This is an optimization exercise on Yosys and OpenROAD, whose aim is small area and a short achievable clock period, not a production implementation. Function was checked by simulation only, so behaviour that the tests miss may differ from the original.

==> module postadd_top, before the edit <==
module postadd_top (
    input  logic                      clk,
    input  logic                      rstn,
    input  logic [64-1:0]    in_val,
    input  logic [4-1:0]    in_carry,
    input  logic [2:0]                mode1,
    input  logic [2:0]                mode2,
    input  logic [2:0]                mode3,
    input  logic [1:0]                addr2,
    input  logic [1:0]                addr3,
    input  logic [1:0]                outsel,
    output logic [72-1:0]   result
);
    localparam int RW = 72;
    localparam int IW = 66;                
    localparam int NL = 3;                 
    localparam int LW = RW / NL;           
    localparam int NB = NL - 1;            
    localparam int SW = RW + 2 * NB;       
    localparam logic [RW-1:0] MOD = RW'(64'hFFFF_FFFF_FFFF_FFC5);
    logic [IW-1:0] op_sum;
    assign op_sum[15:0] = in_val[15:0];
    logic [3:0] cy;                      
    assign cy[0] = 1'b0;
    for (genvar j = 1; j < 4; j++) begin : g_blk
        logic [15:0] v, ones0, ones1, inc1, inc2, s0, s1;
        logic        all1, all1h, co_c, co_nc;
        assign v = in_val[16*j +: 16];
        pa_andpfx16 u_o0 (.v(v), .p(ones0));
        pa_andpfx16 u_o1 (.v({v[15:1], 1'b1}), .p(ones1));
        assign inc1  = v ^ {ones0[14:0], 1'b1};
        assign inc2  = v ^ {ones1[14:1], 2'b10};
        assign all1  = ones0[15];
        assign all1h = ones1[15];
        assign s0 = in_carry[j-1] ? inc1 : v;
        assign s1 = in_carry[j-1] ? inc2 : inc1;
        assign co_nc = in_carry[j-1] & all1;
        assign co_c  = in_carry[j-1] ? all1h : all1;
        pa_mux2 u_co (.s(cy[j-1]), .a(co_c), .b(co_nc), .y(cy[j]));
        for (genvar i = 0; i < 16; i++) begin : g_sel
            pa_mux2 u_sel (.s(cy[j-1]), .a(s1[i]), .b(s0[i]), .y(op_sum[16*j+i]));
        end
    end
    assign op_sum[65:64] = {in_carry[3] & cy[3], in_carry[3] ^ cy[3]};
    localparam logic [5:0] CTL_RST = 6'b000100;
    logic [5:0] dec [3];
    logic [2:0] mode [3];
    assign mode[0] = mode1;
    assign mode[1] = mode2;
    assign mode[2] = mode3;
    for (genvar l = 0; l < 3; l++) begin : g_dec
        always_comb begin
            case (mode[l])
                3'd1:    dec[l] = 6'b100100;
                3'd2:    dec[l] = 6'b100000;
                3'd3:    dec[l] = 6'b110001;
                3'd4:    dec[l] = 6'b110010;
                3'd5:    dec[l] = 6'b001001;
                default: dec[l] = 6'b000000;
            endcase
        end
    end
    logic [IW-1:0] op_i;
    logic [5:0]    ctl [3];
    logic [3:0]    a2_oh, a3_oh;           
    logic [2:0]    os_oh;                  
    logic          rst_q;
    always_ff @(posedge clk) begin
        rst_q  <= !rstn;
        op_i   <= op_sum;
        ctl[0] <= rstn ? dec[0] : CTL_RST;
        ctl[1] <= rstn ? dec[1] : CTL_RST;
        ctl[2] <= rstn ? dec[2] : CTL_RST;
        a2_oh  <= 4'b0001 << addr2;
        a3_oh  <= 4'b0001 << addr3;
        os_oh  <= rstn ? 3'(4'b0001 << outsel) : 3'b000;
    end
    logic [SW-1:0] reg1;
    logic [SW-1:0] file2 [4];
    logic [SW-1:0] file3 [4];
    logic [SW-1:0] g [3];
    logic [SW-1:0] n [3];
    always_comb begin
        g[0] = reg1;
        g[1] = '0;
        g[2] = '0;
        for (int e = 0; e < 4; e++) begin
            g[1] = g[1] | ({SW{a2_oh[e]}} & file2[e]);
            g[2] = g[2] | ({SW{a3_oh[e]}} & file3[e]);
        end
    end
    for (genvar l = 0; l < 3; l++) begin : g_lane
        logic [RW-1:0] x, xm, gm, p, v;
        logic [NB-1:0] ge, gmb, co;
        logic use_i, inv_i, use_p, mask_g, cin, inv_o;
        assign {use_i, inv_i, use_p, mask_g, cin, inv_o} = ctl[l];
        assign x  = (({RW{use_i}} & RW'(op_i)) ^ {RW{inv_i}}) | ({RW{use_p}} & ~MOD);
        assign xm = x & {RW{!mask_g}};
        assign gm = g[l][RW-1:0] & {RW{!mask_g}};
        assign ge = g[l][RW +: NB] & {NB{!mask_g}};
        assign gmb = g[l][RW+NB +: NB] & {NB{!mask_g}};
        assign p  = x ^ gm ^ {RW{inv_o}};
        for (genvar j = 0; j < NL; j++) begin : g_limb
            logic [LW-1:0] gb, tb;
            logic          co_j;
            for (genvar i = 0; i < LW; i++) begin : g_gen
                pa_gen u_gen (.x(x[j*LW+i]), .xm(xm[j*LW+i]), .nm(!mask_g), .g(g[l][j*LW+i]),
                              .gb(gb[i]), .tb(tb[i]));
            end
            padd24 i_pfx (.gb(gb), .tb(tb), .ci(j == 0 ? cin : ge[j == 0 ? 0 : j-1]),
                          .pp(p[j*LW +: LW]), .s(v[j*LW +: LW]), .co(co_j));
            if (j < NB) begin : g_co
                assign co[j] = co_j;
            end
        end
        assign n[l] = {gmb ^ {NB{inv_o}}, co ^ {NB{inv_o}}, v};
    end
    always_ff @(posedge clk) begin
        reg1 <= n[0];
        for (int e = 0; e < 4; e++) begin
            if (rst_q || a2_oh[e]) file2[e] <= n[1];
            if (rst_q || a3_oh[e]) file3[e] <= n[2];
        end
    end
    logic [SW-1:0] d1;
    logic [RW-1:0] d2;
    logic [1:0]    t1;
    logic [2:0]    os_en;
    logic          z2;
    logic [1:0]    dl [NB];               
    assign os_en = os_oh & {3{rstn}};
    for (genvar j = 0; j < NB; j++) begin : g_dl
        assign dl[j] = {1'b0, d1[RW + j]} - {1'b0, d1[RW + NB + j]};
    end
    always_ff @(posedge clk) begin
        d1 <= ({SW{os_en[0]}} & n[0]) | ({SW{os_en[1]}} & n[1]) | ({SW{os_en[2]}} & n[2]);
        d2[0 +: LW]              <= d1[0 +: LW];
        {t1, d2[LW +: LW]}       <= {2'b0, d1[LW +: LW]} + {{LW{dl[0][1]}}, dl[0]};
        d2[2*LW +: LW]           <= d1[2*LW +: LW] + {{(LW-2){dl[1][1]}}, dl[1]};
        z2 <= !rstn;
        if (!rstn || z2) begin
            result <= '0;
        end else begin
            result[0 +: 2*LW]  <= d2[0 +: 2*LW];
            result[2*LW +: LW] <= d2[2*LW +: LW] + {{(LW-2){t1[1]}}, t1};
        end
    end
endmodule
export LEC_CHECK = 0
export CAP_MARGIN = 20
export CORE_MARGIN = 2
export CORE_UTILIZATION = 70
export CTS_CLUSTER_DIAMETER = 60
export CTS_CLUSTER_SIZE = 30
export SETUP_SLACK_MARGIN = 4.0
export SLEW_MARGIN = 20
export SYNTH_HIERARCHICAL = 1
export SYNTH_MINIMUM_KEEP_SIZE = 0
create_clock -name core_clock -period 7.0 [get_ports {clk}]
standard.sh (not shown) runs the stock make flow with config.mk's settings and CLKGATE_MAP_FILE= SYNTH_SCRIPT=/design/flow/synth_recipe.tcl, a recipe that flattens the netlist after the stock synthesis.
==> flow/flow/run.sh <==
#!/bin/bash
# The standard layout (standard.sh, unchanged synthesis and steps), except
# that the input and output port buffers are buf_4 cells, which timing repair
# can then size, instead of the delay cells buffer_ports picks by default.
set -euo pipefail
cd "$(dirname "$0")/.."
export BUFFER_PORTS_ARGS="-buffer_cell sky130_fd_sc_hd__buf_4"
bash standard.sh > standard.log 2>&1
Then changed:
--- a/flow/design.v
+++ b/flow/design.v
@@ -286,6 +286,6 @@
                 3'd1:    dec[l] = 6'b100100;
                 3'd2:    dec[l] = 6'b100000;
-                3'd3:    dec[l] = 6'b110001;
-                3'd4:    dec[l] = 6'b110010;
+                3'd3:    dec[l] = 6'b010001;
+                3'd4:    dec[l] = 6'b010010;
                 3'd5:    dec[l] = 6'b001001;
                 default: dec[l] = 6'b000000;
@@ -322,10 +322,12 @@
         end
     end
+    logic [RW-1:0] op_w;
+    assign op_w = RW'(op_i);
     for (genvar l = 0; l < 3; l++) begin : g_lane
         logic [RW-1:0] x, xm, gm, p, v;
         logic [NB-1:0] ge, gmb, co;
-        logic use_i, inv_i, use_p, mask_g, cin, inv_o;
-        assign {use_i, inv_i, use_p, mask_g, cin, inv_o} = ctl[l];
-        assign x  = (({RW{use_i}} & RW'(op_i)) ^ {RW{inv_i}}) | ({RW{use_p}} & ~MOD);
+        logic x_i, x_ni, x_np, mask_g, cin, inv_o;
+        assign {x_i, x_ni, x_np, mask_g, cin, inv_o} = ctl[l];
+        assign x  = ({RW{x_i}} & op_w) | ({RW{x_ni}} & ~op_w) | ({RW{x_np}} & ~MOD);
         assign xm = x & {RW{!mask_g}};
         assign gm = g[l][RW-1:0] & {RW{!mask_g}};
The new run passed the timing, DRC and antenna checks.
Clock skew came out higher by 7.5 ps.
Design area came out lower by 2.0%.
Area after synthesis came out lower by 0.97%.
Worst hold slack is better by 6.7 ps.
First-iteration DRC count came out lower by 18%.
Maximum frequency came out higher by 1.3%.
Die area came out lower by 0.96%.
Utilization came out lower by 1.3 points.
Routed wire length came out lower by 2.8%.
Worst setup slack is better by 41 ps.
Global-route usage came out higher by 0.49 points.
Non-clock buffer count came out higher by 12.
Sequential cell count is unchanged.

==> afterwards: timing with drivers on the ports <==
Ports are ideal in the flow. The routed layouts listed here were re-timed in OpenROAD.
Step 1, drivers: a clkbuf_16 drives clk and a buf_2 each remaining input, both assumed.
Step 2 times the ports against the registers' clock, not the clock port: input delays grow and output delays shrink by t, the midpoint of the rising clock arrivals with the driver on.
Three values: ideal ports, drivers, drivers and shift; two values: the first two.
run | t, ns | slack for setup (ns) | worst slew at a driven data input, ns
the first run | 0.724 | 3.857 / 3.857 / 3.240 | 0.07
the second run | 0.720 | 3.898 / 3.898 / 3.330 | 0.05
After both steps setup and hold are still met in every run listed. The setup slack of the first run, which loses most, moves by 0.000 ns with the drivers and by -0.617 ns with both steps.
